From an optimization exercise on the open Yosys and OpenROAD flow, aimed at small area, a short achievable clock period and few clock cycles; shortcuts taken in it are not production practice.
Where RTL was checked, it was by simulation tests only, not by an equivalence proof against the original.

==> v38: inputs <==
// systolic_ws_stream
module systolic_ws_stream (
    input  logic        clk,
    input  logic        rst,
    input  logic        start_i,
    input  logic        reuse_w_i,
    input  logic        w_valid_i,
    input  logic [31:0] w_data_i,
    output logic        w_ready_o,
    input  logic        a_valid_i,
    input  logic [31:0] a_data_i,
    input  logic        a_last_i,
    output logic        a_ready_o,
    output logic        o_valid_o,
    output logic [71:0] o_data_o,
    output logic        busy_o,
    output logic        done_o
);
export LEC_CHECK = 0
export CAP_MARGIN = 20
export CORE_MARGIN = 2
export CORE_UTILIZATION = 40
export SETUP_SLACK_MARGIN = 4.4
export SLEW_MARGIN = 20
export SYNTH_HIERARCHICAL = 1
create_clock -name core_clock -period 7.0 [get_ports {clk}]
run.sh (not shown) runs the stock make flow with config.mk's settings and CLKGATE_MAP_FILE= SYNTH_SCRIPT=/design/flow/synth_recipe.tcl, a recipe that flattens the netlist after the stock synthesis.
==> v17: changes against v38 <==
Settings changed: CTS_BUF_LIST set to sky130_fd_sc_hd__clkbuf_8, CTS_CLUSTER_SIZE set to 30.
==> comparison table <==
quantity	v17	v38
Outcome	timing/DRC/antenna clean	timing/DRC/antenna clean
Filler cell count	9349	9309
Transition time of the tightest slew-check pin	0.979 ns	1.00 ns
Final setup slack of the worst path	4.25 ns	4.38 ns
Worst Hold Endpoint	cut2c1_p0_0_q	cut2c2_p0_1_q
Via count of the first global-routing pass	27900	27500
Worst path depth	1	4
Total track usage	0.219	0.218
Per-cell via count in the routed design	5.28	5.32
Critical Path End	a_ready_o	cut1c2_p9_5_q
Share of cells above drive strength 1	0.131	0.102
No run of this note included a check of the RTL's function; only the layout flow was run.


==> run Y <==
systolic_ws_stream, a different RTL version from the one above (not shown whole).
Design systolic_ws_stream, start of the top module:
module systolic_ws_stream (
    input  logic        clk,
    input  logic        rst,
    input  logic        start_i,
    input  logic        reuse_w_i,
    input  logic        w_valid_i,
    input  logic [31:0] w_data_i,
    output logic        w_ready_o,
    input  logic        a_valid_i,
    input  logic [31:0] a_data_i,
    input  logic        a_last_i,
    output logic        a_ready_o,
    output logic        o_valid_o,
    output logic [71:0] o_data_o,
    output logic        busy_o,
    output logic        done_o
);
==> flow/config.mk <==
export PLATFORM = sky130hd
export DESIGN_NAME = systolic_ws_stream
export DESIGN_NICKNAME = systolic_ws_stream
export VERILOG_FILES = /design/flow/design.v
export SDC_FILE = /design/flow/constraint.sdc
export NUM_CORES = 4
export LEC_CHECK = 0
export CAP_MARGIN = 20
export CORE_MARGIN = 2
export CORE_UTILIZATION = 30
export CTS_CLUSTER_DIAMETER = 120
export CTS_CLUSTER_SIZE = 25
export SETUP_SLACK_MARGIN = 4.47
export SLEW_MARGIN = 20
export SYNTH_HIERARCHICAL = 1
==> flow/constraint.sdc <==
create_clock -name core_clock -period 7.0 [get_ports {clk}]
set_input_delay 1.4000 -clock core_clock [delete_from_list [all_inputs] [get_ports {clk}]]
set_output_delay 1.4000 -clock core_clock [all_outputs]
set_load 0.01 [all_outputs]
standard.sh (not shown) runs the stock make flow with config.mk's settings and CLKGATE_MAP_FILE= SYNTH_SCRIPT=/design/flow/synth_recipe.tcl, a recipe that flattens the netlist after the stock synthesis.
==> flow/flow/run.sh <==
#!/bin/bash
# Own layout flow: the standard ORFS flow (standard.sh, which also runs the
# standard synthesis unchanged), with one change: the buffers that ORFS puts on
# every input and output port are sky130_fd_sc_hd__buf_2 cells instead of the
# delay buffers it picks by default. Each make run logs to its own file here.
set -euo pipefail
bash standard.sh synth > synth.log 2>&1
bash standard.sh "BUFFER_PORTS_ARGS=-buffer_cell sky130_fd_sc_hd__buf_2" finish > layout.log 2>&1
==> run D: changes against run Y <==
- CORE_UTILIZATION: 30 -> 40
==> qor summary <==
item	run D	run Y
Clock Latency Late Sink	0.60 ns	0.62 ns
Post-route cell area	43100 um2	43800 um2
Vias after detailed routing	24300	24600
# placed instances	4490	4916
Register area	15800 um2	15800 um2
HPWL after detailed placement	71200 um	75000 um
Antenna violations before repair	0	4
Cell area after placement	42000 um2	42600 um2
Die Height	323 um	372 um
Hold Path Origin	cut2c3_p1_0_q$_DFF_P_	cut2c0_p5_0_q$_DFF_P_
Number of placement rows	116	135
Effective utilization at floorplan	40.5%	30.1%
Routed wl met2	48800 um	50300 um
Largest net degree at the start of global routing	129	132
Max Fclk	399 MHz	393 MHz
Die area	104000 um2	139000 um2
Number of vias per cell	5.35	4.94
Top routing layer used	met4	met5
Routed wire length on met3	8940 um	9700 um
Worst clock skew	0.0329 ns	0.0358 ns
Die X-Extent	323 um	372 um
Result of the run	timing/DRC/antenna clean	timing/DRC/antenna clean
Testbench counts of run Y, summed over its fixed seeds: cycles 4,679.
Testbench counts of run D, summed over its fixed seeds: cycles 4,679.


==> job 8066: inputs <==
systolic_ws_stream, a different RTL version from the one above (not shown whole).
clock: 7.0 ns
lec_check: 0
cap_margin: 20
core_margin: 2
core_utilization: 40
cts_cluster_diameter: 120
cts_cluster_size: 25
setup_slack_margin: 4.47
slew_margin: 20
synth_hierarchical: 1
Scripts as last shown in full above: flow/flow/run.sh
==> job 3404: changes against job 8066 <==
--- a/flow/design.v
+++ b/flow/design.v
@@ -906,17 +906,17 @@
     logic c0s2_115;
     logic c0s2_116;
     logic c0s2_117;
     logic c0s2_118;
     logic c0s2_119;
     logic c0s2_120;
     logic c0s2_121;
     logic c0s2_122;
-    logic [8:0] c0Lo;
+    logic [6:0] c0Lo;
     ws_ha u_c0s2_1 (.a(cut1c0_p6_0_q), .b(cut1c0_p6_1_q), .s(c0s2_1), .co(c0s2_2));
     ws_fa u_c0s2_3 (.a(cut1c0_p7_0_q), .b(cut1c0_p7_1_q), .ci(cut1c0_p7_2_q), .s(c0s2_3), .co(c0s2_4));
     ws_ha u_c0s2_5 (.a(cut1c0_p7_3_q), .b(cut1c0_p7_4_q), .s(c0s2_5), .co(c0s2_6));
     ws_fa u_c0s2_7 (.a(cut1c0_p8_0_q), .b(cut1c0_p8_1_q), .ci(cut1c0_p8_2_q), .s(c0s2_7), .co(c0s2_8));
     ws_fa u_c0s2_9 (.a(cut1c0_p8_3_q), .b(cut1c0_p8_4_q), .ci(cut1c0_p8_5_q), .s(c0s2_9), .co(c0s2_10));
     ws_ha u_c0s2_11 (.a(cut1c0_p8_6_q), .b(cut1c0_p8_7_q), .s(c0s2_11), .co(c0s2_12));
     ws_fa u_c0s2_13 (.a(cut1c0_p9_0_q), .b(cut1c0_p9_1_q), .ci(cut1c0_p9_2_q), .s(c0s2_13), .co(c0s2_14));
     ws_ha u_c0s2_15 (.a(cut1c0_p9_3_q), .b(cut1c0_p9_4_q), .s(c0s2_15), .co(c0s2_16));
@@ -972,27 +972,29 @@
     ws_fa u_c0s2_107 (.a(c0s2_43), .b(c0s2_76), .ci(c0s2_77), .s(c0s2_107), .co(c0s2_108));
     ws_fa u_c0s2_109 (.a(c0s2_47), .b(c0s2_78), .ci(c0s2_79), .s(c0s2_109), .co(c0s2_110));
     ws_fa u_c0s2_111 (.a(c0s2_51), .b(c0s2_80), .ci(c0s2_81), .s(c0s2_111), .co(c0s2_112));
     ws_fa u_c0s2_113 (.a(c0s2_55), .b(c0s2_82), .ci(c0s2_83), .s(c0s2_113), .co(c0s2_114));
     ws_fa u_c0s2_115 (.a(c0s2_59), .b(c0s2_84), .ci(c0s2_85), .s(c0s2_115), .co(c0s2_116));
     ws_fa u_c0s2_117 (.a(c0s2_60), .b(c0s2_87), .ci(c0s2_86), .s(c0s2_117), .co(c0s2_118));
     ws_fa u_c0s2_119 (.a(c0s2_62), .b(c0s2_89), .ci(c0s2_88), .s(c0s2_119), .co(c0s2_120));
     ws_fa u_c0s2_121 (.a(cut1c0_p15_1_q), .b(c0s2_91), .ci(c0s2_90), .s(c0s2_121), .co(c0s2_122));
-    assign c0Lo = {1'b0, c0s2_104, c0s2_102, c0s2_100, c0s2_98, c0s2_96, c0s2_94, c0s2_93, cut1c0_p0_0_q} + {1'b0, c0s2_105, c0s2_103, c0s2_101, c0s2_99, c0s2_97, c0s2_95, cut1c0_p1_2_q, cut1c0_p0_1_q};
+    assign c0Lo = {1'b0, c0s2_100, c0s2_98, c0s2_96, c0s2_94, c0s2_93, cut1c0_p0_0_q} + {1'b0, c0s2_101, c0s2_99, c0s2_97, c0s2_95, cut1c0_p1_2_q, cut1c0_p0_1_q};
     logic cut2c0_cin_q;
-    always_ff @(posedge clk) cut2c0_cin_q <= c0Lo[8];
+    always_ff @(posedge clk) cut2c0_cin_q <= c0Lo[6];
     logic cut2c0_p0_0_q;
     logic cut2c0_p1_0_q;
     logic cut2c0_p2_0_q;
     logic cut2c0_p3_0_q;
     logic cut2c0_p4_0_q;
     logic cut2c0_p5_0_q;
     logic cut2c0_p6_0_q;
+    logic cut2c0_p6_1_q;
     logic cut2c0_p7_0_q;
+    logic cut2c0_p7_1_q;
     logic cut2c0_p8_0_q;
     logic cut2c0_p8_1_q;
     logic cut2c0_p9_0_q;
     logic cut2c0_p9_1_q;
     logic cut2c0_p10_0_q;
     logic cut2c0_p10_1_q;
     logic cut2c0_p11_0_q;
     logic cut2c0_p11_1_q;
@@ -1008,18 +1010,20 @@
     logic cut2c0_p16_1_q;
     always_ff @(posedge clk) begin
         cut2c0_p0_0_q <= c0Lo[0];
         cut2c0_p1_0_q <= c0Lo[1];
         cut2c0_p2_0_q <= c0Lo[2];
         cut2c0_p3_0_q <= c0Lo[3];
         cut2c0_p4_0_q <= c0Lo[4];
         cut2c0_p5_0_q <= c0Lo[5];
-        cut2c0_p6_0_q <= c0Lo[6];
-        cut2c0_p7_0_q <= c0Lo[7];
+        cut2c0_p6_0_q <= c0s2_102;
+        cut2c0_p6_1_q <= c0s2_103;
+        cut2c0_p7_0_q <= c0s2_104;
+        cut2c0_p7_1_q <= c0s2_105;
         cut2c0_p8_0_q <= c0s2_106;
         cut2c0_p8_1_q <= c0s2_107;
         cut2c0_p9_0_q <= c0s2_108;
         cut2c0_p9_1_q <= c0s2_109;
         cut2c0_p10_0_q <= c0s2_110;
         cut2c0_p10_1_q <= c0s2_111;
         cut2c0_p11_0_q <= c0s2_112;
         cut2c0_p11_1_q <= c0s2_113;
@@ -1842,17 +1846,17 @@
     logic c1s2_115;
     logic c1s2_116;
     logic c1s2_117;
     logic c1s2_118;
     logic c1s2_119;
     logic c1s2_120;
     logic c1s2_121;
     logic c1s2_122;
-    logic [8:0] c1Lo;
+    logic [6:0] c1Lo;
     ws_ha u_c1s2_1 (.a(cut1c1_p6_0_q), .b(cut1c1_p6_1_q), .s(c1s2_1), .co(c1s2_2));
     ws_fa u_c1s2_3 (.a(cut1c1_p7_0_q), .b(cut1c1_p7_1_q), .ci(cut1c1_p7_2_q), .s(c1s2_3), .co(c1s2_4));
     ws_ha u_c1s2_5 (.a(cut1c1_p7_3_q), .b(cut1c1_p7_4_q), .s(c1s2_5), .co(c1s2_6));
     ws_fa u_c1s2_7 (.a(cut1c1_p8_0_q), .b(cut1c1_p8_1_q), .ci(cut1c1_p8_2_q), .s(c1s2_7), .co(c1s2_8));
     ws_fa u_c1s2_9 (.a(cut1c1_p8_3_q), .b(cut1c1_p8_4_q), .ci(cut1c1_p8_5_q), .s(c1s2_9), .co(c1s2_10));
     ws_ha u_c1s2_11 (.a(cut1c1_p8_6_q), .b(cut1c1_p8_7_q), .s(c1s2_11), .co(c1s2_12));
     ws_fa u_c1s2_13 (.a(cut1c1_p9_0_q), .b(cut1c1_p9_1_q), .ci(cut1c1_p9_2_q), .s(c1s2_13), .co(c1s2_14));
     ws_ha u_c1s2_15 (.a(cut1c1_p9_3_q), .b(cut1c1_p9_4_q), .s(c1s2_15), .co(c1s2_16));
@@ -1908,27 +1912,29 @@
     ws_fa u_c1s2_107 (.a(c1s2_43), .b(c1s2_76), .ci(c1s2_77), .s(c1s2_107), .co(c1s2_108));
     ws_fa u_c1s2_109 (.a(c1s2_47), .b(c1s2_78), .ci(c1s2_79), .s(c1s2_109), .co(c1s2_110));
     ws_fa u_c1s2_111 (.a(c1s2_51), .b(c1s2_80), .ci(c1s2_81), .s(c1s2_111), .co(c1s2_112));
     ws_fa u_c1s2_113 (.a(c1s2_55), .b(c1s2_82), .ci(c1s2_83), .s(c1s2_113), .co(c1s2_114));
     ws_fa u_c1s2_115 (.a(c1s2_59), .b(c1s2_84), .ci(c1s2_85), .s(c1s2_115), .co(c1s2_116));
     ws_fa u_c1s2_117 (.a(c1s2_60), .b(c1s2_87), .ci(c1s2_86), .s(c1s2_117), .co(c1s2_118));
     ws_fa u_c1s2_119 (.a(c1s2_62), .b(c1s2_89), .ci(c1s2_88), .s(c1s2_119), .co(c1s2_120));
     ws_fa u_c1s2_121 (.a(cut1c1_p15_1_q), .b(c1s2_91), .ci(c1s2_90), .s(c1s2_121), .co(c1s2_122));
-    assign c1Lo = {1'b0, c1s2_104, c1s2_102, c1s2_100, c1s2_98, c1s2_96, c1s2_94, c1s2_93, cut1c1_p0_0_q} + {1'b0, c1s2_105, c1s2_103, c1s2_101, c1s2_99, c1s2_97, c1s2_95, cut1c1_p1_2_q, cut1c1_p0_1_q};
+    assign c1Lo = {1'b0, c1s2_100, c1s2_98, c1s2_96, c1s2_94, c1s2_93, cut1c1_p0_0_q} + {1'b0, c1s2_101, c1s2_99, c1s2_97, c1s2_95, cut1c1_p1_2_q, cut1c1_p0_1_q};
     logic cut2c1_cin_q;
-    always_ff @(posedge clk) cut2c1_cin_q <= c1Lo[8];
+    always_ff @(posedge clk) cut2c1_cin_q <= c1Lo[6];
     logic cut2c1_p0_0_q;
     logic cut2c1_p1_0_q;
     logic cut2c1_p2_0_q;
     logic cut2c1_p3_0_q;
     logic cut2c1_p4_0_q;
     logic cut2c1_p5_0_q;
     logic cut2c1_p6_0_q;
+    logic cut2c1_p6_1_q;
     logic cut2c1_p7_0_q;
+    logic cut2c1_p7_1_q;
     logic cut2c1_p8_0_q;
     logic cut2c1_p8_1_q;
     logic cut2c1_p9_0_q;
     logic cut2c1_p9_1_q;
     logic cut2c1_p10_0_q;
     logic cut2c1_p10_1_q;
     logic cut2c1_p11_0_q;
     logic cut2c1_p11_1_q;
@@ -1944,18 +1950,20 @@
     logic cut2c1_p16_1_q;
     always_ff @(posedge clk) begin
         cut2c1_p0_0_q <= c1Lo[0];
         cut2c1_p1_0_q <= c1Lo[1];
         cut2c1_p2_0_q <= c1Lo[2];
         cut2c1_p3_0_q <= c1Lo[3];
         cut2c1_p4_0_q <= c1Lo[4];
         cut2c1_p5_0_q <= c1Lo[5];
-        cut2c1_p6_0_q <= c1Lo[6];
-        cut2c1_p7_0_q <= c1Lo[7];
+        cut2c1_p6_0_q <= c1s2_102;
+        cut2c1_p6_1_q <= c1s2_103;
+        cut2c1_p7_0_q <= c1s2_104;
+        cut2c1_p7_1_q <= c1s2_105;
         cut2c1_p8_0_q <= c1s2_106;
         cut2c1_p8_1_q <= c1s2_107;
         cut2c1_p9_0_q <= c1s2_108;
         cut2c1_p9_1_q <= c1s2_109;
         cut2c1_p10_0_q <= c1s2_110;
         cut2c1_p10_1_q <= c1s2_111;
         cut2c1_p11_0_q <= c1s2_112;
         cut2c1_p11_1_q <= c1s2_113;
@@ -2778,17 +2786,17 @@
     logic c2s2_115;
     logic c2s2_116;
     logic c2s2_117;
     logic c2s2_118;
     logic c2s2_119;
     logic c2s2_120;
     logic c2s2_121;
     logic c2s2_122;
-    logic [8:0] c2Lo;
+    logic [6:0] c2Lo;
     ws_ha u_c2s2_1 (.a(cut1c2_p6_0_q), .b(cut1c2_p6_1_q), .s(c2s2_1), .co(c2s2_2));
     ws_fa u_c2s2_3 (.a(cut1c2_p7_0_q), .b(cut1c2_p7_1_q), .ci(cut1c2_p7_2_q), .s(c2s2_3), .co(c2s2_4));
     ws_ha u_c2s2_5 (.a(cut1c2_p7_3_q), .b(cut1c2_p7_4_q), .s(c2s2_5), .co(c2s2_6));
     ws_fa u_c2s2_7 (.a(cut1c2_p8_0_q), .b(cut1c2_p8_1_q), .ci(cut1c2_p8_2_q), .s(c2s2_7), .co(c2s2_8));
     ws_fa u_c2s2_9 (.a(cut1c2_p8_3_q), .b(cut1c2_p8_4_q), .ci(cut1c2_p8_5_q), .s(c2s2_9), .co(c2s2_10));
     ws_ha u_c2s2_11 (.a(cut1c2_p8_6_q), .b(cut1c2_p8_7_q), .s(c2s2_11), .co(c2s2_12));
     ws_fa u_c2s2_13 (.a(cut1c2_p9_0_q), .b(cut1c2_p9_1_q), .ci(cut1c2_p9_2_q), .s(c2s2_13), .co(c2s2_14));
     ws_ha u_c2s2_15 (.a(cut1c2_p9_3_q), .b(cut1c2_p9_4_q), .s(c2s2_15), .co(c2s2_16));
@@ -2844,27 +2852,29 @@
     ws_fa u_c2s2_107 (.a(c2s2_43), .b(c2s2_76), .ci(c2s2_77), .s(c2s2_107), .co(c2s2_108));
     ws_fa u_c2s2_109 (.a(c2s2_47), .b(c2s2_78), .ci(c2s2_79), .s(c2s2_109), .co(c2s2_110));
     ws_fa u_c2s2_111 (.a(c2s2_51), .b(c2s2_80), .ci(c2s2_81), .s(c2s2_111), .co(c2s2_112));
     ws_fa u_c2s2_113 (.a(c2s2_55), .b(c2s2_82), .ci(c2s2_83), .s(c2s2_113), .co(c2s2_114));
     ws_fa u_c2s2_115 (.a(c2s2_59), .b(c2s2_84), .ci(c2s2_85), .s(c2s2_115), .co(c2s2_116));
     ws_fa u_c2s2_117 (.a(c2s2_60), .b(c2s2_87), .ci(c2s2_86), .s(c2s2_117), .co(c2s2_118));
     ws_fa u_c2s2_119 (.a(c2s2_62), .b(c2s2_89), .ci(c2s2_88), .s(c2s2_119), .co(c2s2_120));
     ws_fa u_c2s2_121 (.a(cut1c2_p15_1_q), .b(c2s2_91), .ci(c2s2_90), .s(c2s2_121), .co(c2s2_122));
-    assign c2Lo = {1'b0, c2s2_104, c2s2_102, c2s2_100, c2s2_98, c2s2_96, c2s2_94, c2s2_93, cut1c2_p0_0_q} + {1'b0, c2s2_105, c2s2_103, c2s2_101, c2s2_99, c2s2_97, c2s2_95, cut1c2_p1_2_q, cut1c2_p0_1_q};
+    assign c2Lo = {1'b0, c2s2_100, c2s2_98, c2s2_96, c2s2_94, c2s2_93, cut1c2_p0_0_q} + {1'b0, c2s2_101, c2s2_99, c2s2_97, c2s2_95, cut1c2_p1_2_q, cut1c2_p0_1_q};
     logic cut2c2_cin_q;
-    always_ff @(posedge clk) cut2c2_cin_q <= c2Lo[8];
+    always_ff @(posedge clk) cut2c2_cin_q <= c2Lo[6];
     logic cut2c2_p0_0_q;
     logic cut2c2_p1_0_q;
     logic cut2c2_p2_0_q;
     logic cut2c2_p3_0_q;
     logic cut2c2_p4_0_q;
     logic cut2c2_p5_0_q;
     logic cut2c2_p6_0_q;
+    logic cut2c2_p6_1_q;
     logic cut2c2_p7_0_q;
+    logic cut2c2_p7_1_q;
     logic cut2c2_p8_0_q;
     logic cut2c2_p8_1_q;
     logic cut2c2_p9_0_q;
     logic cut2c2_p9_1_q;
     logic cut2c2_p10_0_q;
     logic cut2c2_p10_1_q;
     logic cut2c2_p11_0_q;
     logic cut2c2_p11_1_q;
@@ -2880,18 +2890,20 @@
     logic cut2c2_p16_1_q;
     always_ff @(posedge clk) begin
         cut2c2_p0_0_q <= c2Lo[0];
         cut2c2_p1_0_q <= c2Lo[1];
         cut2c2_p2_0_q <= c2Lo[2];
         cut2c2_p3_0_q <= c2Lo[3];
         cut2c2_p4_0_q <= c2Lo[4];
         cut2c2_p5_0_q <= c2Lo[5];
-        cut2c2_p6_0_q <= c2Lo[6];
-        cut2c2_p7_0_q <= c2Lo[7];
+        cut2c2_p6_0_q <= c2s2_102;
+        cut2c2_p6_1_q <= c2s2_103;
+        cut2c2_p7_0_q <= c2s2_104;
+        cut2c2_p7_1_q <= c2s2_105;
         cut2c2_p8_0_q <= c2s2_106;
         cut2c2_p8_1_q <= c2s2_107;
         cut2c2_p9_0_q <= c2s2_108;
         cut2c2_p9_1_q <= c2s2_109;
         cut2c2_p10_0_q <= c2s2_110;
         cut2c2_p10_1_q <= c2s2_111;
         cut2c2_p11_0_q <= c2s2_112;
         cut2c2_p11_1_q <= c2s2_113;
@@ -3714,17 +3726,17 @@
     logic c3s2_115;
     logic c3s2_116;
     logic c3s2_117;
     logic c3s2_118;
     logic c3s2_119;
     logic c3s2_120;
     logic c3s2_121;
     logic c3s2_122;
-    logic [8:0] c3Lo;
+    logic [6:0] c3Lo;
     ws_ha u_c3s2_1 (.a(cut1c3_p6_0_q), .b(cut1c3_p6_1_q), .s(c3s2_1), .co(c3s2_2));
     ws_fa u_c3s2_3 (.a(cut1c3_p7_0_q), .b(cut1c3_p7_1_q), .ci(cut1c3_p7_2_q), .s(c3s2_3), .co(c3s2_4));
     ws_ha u_c3s2_5 (.a(cut1c3_p7_3_q), .b(cut1c3_p7_4_q), .s(c3s2_5), .co(c3s2_6));
     ws_fa u_c3s2_7 (.a(cut1c3_p8_0_q), .b(cut1c3_p8_1_q), .ci(cut1c3_p8_2_q), .s(c3s2_7), .co(c3s2_8));
     ws_fa u_c3s2_9 (.a(cut1c3_p8_3_q), .b(cut1c3_p8_4_q), .ci(cut1c3_p8_5_q), .s(c3s2_9), .co(c3s2_10));
     ws_ha u_c3s2_11 (.a(cut1c3_p8_6_q), .b(cut1c3_p8_7_q), .s(c3s2_11), .co(c3s2_12));
     ws_fa u_c3s2_13 (.a(cut1c3_p9_0_q), .b(cut1c3_p9_1_q), .ci(cut1c3_p9_2_q), .s(c3s2_13), .co(c3s2_14));
     ws_ha u_c3s2_15 (.a(cut1c3_p9_3_q), .b(cut1c3_p9_4_q), .s(c3s2_15), .co(c3s2_16));
@@ -3780,27 +3792,29 @@
     ws_fa u_c3s2_107 (.a(c3s2_43), .b(c3s2_76), .ci(c3s2_77), .s(c3s2_107), .co(c3s2_108));
     ws_fa u_c3s2_109 (.a(c3s2_47), .b(c3s2_78), .ci(c3s2_79), .s(c3s2_109), .co(c3s2_110));
     ws_fa u_c3s2_111 (.a(c3s2_51), .b(c3s2_80), .ci(c3s2_81), .s(c3s2_111), .co(c3s2_112));
     ws_fa u_c3s2_113 (.a(c3s2_55), .b(c3s2_82), .ci(c3s2_83), .s(c3s2_113), .co(c3s2_114));
     ws_fa u_c3s2_115 (.a(c3s2_59), .b(c3s2_84), .ci(c3s2_85), .s(c3s2_115), .co(c3s2_116));
     ws_fa u_c3s2_117 (.a(c3s2_60), .b(c3s2_87), .ci(c3s2_86), .s(c3s2_117), .co(c3s2_118));
     ws_fa u_c3s2_119 (.a(c3s2_62), .b(c3s2_89), .ci(c3s2_88), .s(c3s2_119), .co(c3s2_120));
     ws_fa u_c3s2_121 (.a(cut1c3_p15_1_q), .b(c3s2_91), .ci(c3s2_90), .s(c3s2_121), .co(c3s2_122));
-    assign c3Lo = {1'b0, c3s2_104, c3s2_102, c3s2_100, c3s2_98, c3s2_96, c3s2_94, c3s2_93, cut1c3_p0_0_q} + {1'b0, c3s2_105, c3s2_103, c3s2_101, c3s2_99, c3s2_97, c3s2_95, cut1c3_p1_2_q, cut1c3_p0_1_q};
+    assign c3Lo = {1'b0, c3s2_100, c3s2_98, c3s2_96, c3s2_94, c3s2_93, cut1c3_p0_0_q} + {1'b0, c3s2_101, c3s2_99, c3s2_97, c3s2_95, cut1c3_p1_2_q, cut1c3_p0_1_q};
     logic cut2c3_cin_q;
-    always_ff @(posedge clk) cut2c3_cin_q <= c3Lo[8];
+    always_ff @(posedge clk) cut2c3_cin_q <= c3Lo[6];
     logic cut2c3_p0_0_q;
     logic cut2c3_p1_0_q;
     logic cut2c3_p2_0_q;
     logic cut2c3_p3_0_q;
     logic cut2c3_p4_0_q;
     logic cut2c3_p5_0_q;
     logic cut2c3_p6_0_q;
+    logic cut2c3_p6_1_q;
     logic cut2c3_p7_0_q;
+    logic cut2c3_p7_1_q;
     logic cut2c3_p8_0_q;
     logic cut2c3_p8_1_q;
     logic cut2c3_p9_0_q;
     logic cut2c3_p9_1_q;
     logic cut2c3_p10_0_q;
     logic cut2c3_p10_1_q;
     logic cut2c3_p11_0_q;
     logic cut2c3_p11_1_q;
@@ -3816,18 +3830,20 @@
     logic cut2c3_p16_1_q;
     always_ff @(posedge clk) begin
         cut2c3_p0_0_q <= c3Lo[0];
         cut2c3_p1_0_q <= c3Lo[1];
         cut2c3_p2_0_q <= c3Lo[2];
         cut2c3_p3_0_q <= c3Lo[3];
         cut2c3_p4_0_q <= c3Lo[4];
         cut2c3_p5_0_q <= c3Lo[5];
-        cut2c3_p6_0_q <= c3Lo[6];
-        cut2c3_p7_0_q <= c3Lo[7];
+        cut2c3_p6_0_q <= c3s2_102;
+        cut2c3_p6_1_q <= c3s2_103;
+        cut2c3_p7_0_q <= c3s2_104;
+        cut2c3_p7_1_q <= c3s2_105;
         cut2c3_p8_0_q <= c3s2_106;
         cut2c3_p8_1_q <= c3s2_107;
         cut2c3_p9_0_q <= c3s2_108;
         cut2c3_p9_1_q <= c3s2_109;
         cut2c3_p10_0_q <= c3s2_110;
         cut2c3_p10_1_q <= c3s2_111;
         cut2c3_p11_0_q <= c3s2_112;
         cut2c3_p11_1_q <= c3s2_113;
@@ -3839,30 +3855,30 @@
         cut2c3_p14_1_q <= c3s2_119;
         cut2c3_p15_0_q <= c3s2_120;
         cut2c3_p15_1_q <= c3s2_121;
         cut2c3_p16_0_q <= c3s2_122;
         cut2c3_p16_1_q <= c3s2_92;
     end
     logic [17:0] c0X, c0Y, c0S;
     assign c0X = {1'b1, cut2c0_p16_0_q, cut2c0_p15_0_q, cut2c0_p14_0_q, cut2c0_p13_0_q, cut2c0_p12_0_q, cut2c0_p11_0_q, cut2c0_p10_0_q, cut2c0_p9_0_q, cut2c0_p8_0_q, cut2c0_p7_0_q, cut2c0_p6_0_q, cut2c0_p5_0_q, cut2c0_p4_0_q, cut2c0_p3_0_q, cut2c0_p2_0_q, cut2c0_p1_0_q, cut2c0_p0_0_q};
-    assign c0Y = {1'b0, cut2c0_p16_1_q, cut2c0_p15_1_q, cut2c0_p14_1_q, cut2c0_p13_1_q, cut2c0_p12_1_q, cut2c0_p11_1_q, cut2c0_p10_1_q, cut2c0_p9_1_q, cut2c0_p8_1_q, 1'b0, 1'b0, 1'b0, 1'b0, 1'b0, 1'b0, 1'b0, 1'b0};
-    assign c0S = {c0X[17:8] + c0Y[17:8] + {9'd0, cut2c0_cin_q}, c0X[7:0]};
+    assign c0Y = {1'b0, cut2c0_p16_1_q, cut2c0_p15_1_q, cut2c0_p14_1_q, cut2c0_p13_1_q, cut2c0_p12_1_q, cut2c0_p11_1_q, cut2c0_p10_1_q, cut2c0_p9_1_q, cut2c0_p8_1_q, cut2c0_p7_1_q, cut2c0_p6_1_q, 1'b0, 1'b0, 1'b0, 1'b0, 1'b0, 1'b0};
+    assign c0S = {c0X[17:6] + c0Y[17:6] + {11'd0, cut2c0_cin_q}, c0X[5:0]};
     logic [17:0] c1X, c1Y, c1S;
     assign c1X = {1'b1, cut2c1_p16_0_q, cut2c1_p15_0_q, cut2c1_p14_0_q, cut2c1_p13_0_q, cut2c1_p12_0_q, cut2c1_p11_0_q, cut2c1_p10_0_q, cut2c1_p9_0_q, cut2c1_p8_0_q, cut2c1_p7_0_q, cut2c1_p6_0_q, cut2c1_p5_0_q, cut2c1_p4_0_q, cut2c1_p3_0_q, cut2c1_p2_0_q, cut2c1_p1_0_q, cut2c1_p0_0_q};
-    assign c1Y = {1'b0, cut2c1_p16_1_q, cut2c1_p15_1_q, cut2c1_p14_1_q, cut2c1_p13_1_q, cut2c1_p12_1_q, cut2c1_p11_1_q, cut2c1_p10_1_q, cut2c1_p9_1_q, cut2c1_p8_1_q, 1'b0, 1'b0, 1'b0, 1'b0, 1'b0, 1'b0, 1'b0, 1'b0};
-    assign c1S = {c1X[17:8] + c1Y[17:8] + {9'd0, cut2c1_cin_q}, c1X[7:0]};
+    assign c1Y = {1'b0, cut2c1_p16_1_q, cut2c1_p15_1_q, cut2c1_p14_1_q, cut2c1_p13_1_q, cut2c1_p12_1_q, cut2c1_p11_1_q, cut2c1_p10_1_q, cut2c1_p9_1_q, cut2c1_p8_1_q, cut2c1_p7_1_q, cut2c1_p6_1_q, 1'b0, 1'b0, 1'b0, 1'b0, 1'b0, 1'b0};
+    assign c1S = {c1X[17:6] + c1Y[17:6] + {11'd0, cut2c1_cin_q}, c1X[5:0]};
     logic [17:0] c2X, c2Y, c2S;
     assign c2X = {1'b1, cut2c2_p16_0_q, cut2c2_p15_0_q, cut2c2_p14_0_q, cut2c2_p13_0_q, cut2c2_p12_0_q, cut2c2_p11_0_q, cut2c2_p10_0_q, cut2c2_p9_0_q, cut2c2_p8_0_q, cut2c2_p7_0_q, cut2c2_p6_0_q, cut2c2_p5_0_q, cut2c2_p4_0_q, cut2c2_p3_0_q, cut2c2_p2_0_q, cut2c2_p1_0_q, cut2c2_p0_0_q};
-    assign c2Y = {1'b0, cut2c2_p16_1_q, cut2c2_p15_1_q, cut2c2_p14_1_q, cut2c2_p13_1_q, cut2c2_p12_1_q, cut2c2_p11_1_q, cut2c2_p10_1_q, cut2c2_p9_1_q, cut2c2_p8_1_q, 1'b0, 1'b0, 1'b0, 1'b0, 1'b0, 1'b0, 1'b0, 1'b0};
-    assign c2S = {c2X[17:8] + c2Y[17:8] + {9'd0, cut2c2_cin_q}, c2X[7:0]};
+    assign c2Y = {1'b0, cut2c2_p16_1_q, cut2c2_p15_1_q, cut2c2_p14_1_q, cut2c2_p13_1_q, cut2c2_p12_1_q, cut2c2_p11_1_q, cut2c2_p10_1_q, cut2c2_p9_1_q, cut2c2_p8_1_q, cut2c2_p7_1_q, cut2c2_p6_1_q, 1'b0, 1'b0, 1'b0, 1'b0, 1'b0, 1'b0};
+    assign c2S = {c2X[17:6] + c2Y[17:6] + {11'd0, cut2c2_cin_q}, c2X[5:0]};
     logic [17:0] c3X, c3Y, c3S;
     assign c3X = {1'b1, cut2c3_p16_0_q, cut2c3_p15_0_q, cut2c3_p14_0_q, cut2c3_p13_0_q, cut2c3_p12_0_q, cut2c3_p11_0_q, cut2c3_p10_0_q, cut2c3_p9_0_q, cut2c3_p8_0_q, cut2c3_p7_0_q, cut2c3_p6_0_q, cut2c3_p5_0_q, cut2c3_p4_0_q, cut2c3_p3_0_q, cut2c3_p2_0_q, cut2c3_p1_0_q, cut2c3_p0_0_q};
-    assign c3Y = {1'b0, cut2c3_p16_1_q, cut2c3_p15_1_q, cut2c3_p14_1_q, cut2c3_p13_1_q, cut2c3_p12_1_q, cut2c3_p11_1_q, cut2c3_p10_1_q, cut2c3_p9_1_q, cut2c3_p8_1_q, 1'b0, 1'b0, 1'b0, 1'b0, 1'b0, 1'b0, 1'b0, 1'b0};
-    assign c3S = {c3X[17:8] + c3Y[17:8] + {9'd0, cut2c3_cin_q}, c3X[7:0]};
+    assign c3Y = {1'b0, cut2c3_p16_1_q, cut2c3_p15_1_q, cut2c3_p14_1_q, cut2c3_p13_1_q, cut2c3_p12_1_q, cut2c3_p11_1_q, cut2c3_p10_1_q, cut2c3_p9_1_q, cut2c3_p8_1_q, cut2c3_p7_1_q, cut2c3_p6_1_q, 1'b0, 1'b0, 1'b0, 1'b0, 1'b0, 1'b0};
+    assign c3S = {c3X[17:6] + c3Y[17:6] + {11'd0, cut2c3_cin_q}, c3X[5:0]};
     logic [71:0] oData_q;
     always_ff @(posedge clk) begin
         oData_q <= {c3S, c2S, c1S, c0S};
     end
     assign o_data_o = oData_q;
 endmodule
 module ws_booth_enc (
     input  logic [7:0] a,
==> qor summary <==
| item | job 3404 | job 8066 |
|---|---|---|
| Status | finished clean | finished clean |
| Filler cell count in the final layout | 9168 | 9153 |
| Number of distinct library cell variants in the gate-level netlist after synthesis | 58 | 51 |
| Worst-margin pin slew | 995 ps | 1010 ps |
| Worst clock skew on the final layout | 32.4 ps | 37.2 ps |
| Number of clock buffers in the layout | 51 | 52 |
| Share of Yosys cell area claimed by the top area cell type | 27.6% | 27.3% |
| Synthesized netlist net count | 3923 | 3933 |
| Fraction of area in non-clock buffers | 2.52% | 2.50% |
| Post-CTS Setup Bufs | 3 | 2 |
| Data required time of the worst path | 5600 ps | 7510 ps |
| R2R Setup Slk | 4520 ps | 4330 ps |
| Nets@finish | 3828 | 3835 |
| Detail-routed net length per standard cell | 24.7 um | 24.7 um |
| Terminating pin of the worst hold path | oData_q[59] | oData_q[37] |
| Vert. Die Dim | 321 um | 320 um |
| Sum of met2 wire segment lengths after detailed routing | 50700 um | 50400 um |
Testbench counts of job 3404, summed over its fixed seeds: cycles 4,679.
The RTL of job 8066 was laid out without a check of its function.

port drivers added, routing unchanged:
The flow's constraints put no driver on any port. The routed layouts listed below were extracted and timed again, unchanged, in two steps. Step 1 (the two cells are an assumption about what drives the block):
set clk [get_ports {clk}]
set_driving_cell -lib_cell sky130_fd_sc_hd__clkbuf_16 $clk
set_driving_cell -lib_cell sky130_fd_sc_hd__buf_2 [delete_from_list [all_inputs] $clk]
Step 2 moves the port delays by t, midway between the first and last clock arrival at a register: inputs arrive t later, outputs are due t later. That takes back most of the time a late clock gives input paths. Slacks: no drivers / after step 1 / after step 2; pairs: no drivers / after step 1.
run	t, ns	setup WS [ns]	pins driven straight from the clock port
v38	0.700	4.382 / 4.338 / 3.888	1
v17	0.851	4.250 / 4.185 / 3.746	1
run Y	0.672	4.458 / 4.387 / 4.184	1
run D	0.656	4.493 / 4.425 / 4.181	1
job 8066	0.668	4.326 / 4.326 / 4.277	1
job 3404	0.677	4.451 / 4.381 / 4.042	1
After both steps setup and hold are still met in every run listed. For v17, which loses most, drivers alone change the setup slack by -0.065 ns; drivers and shift together by -0.504 ns.
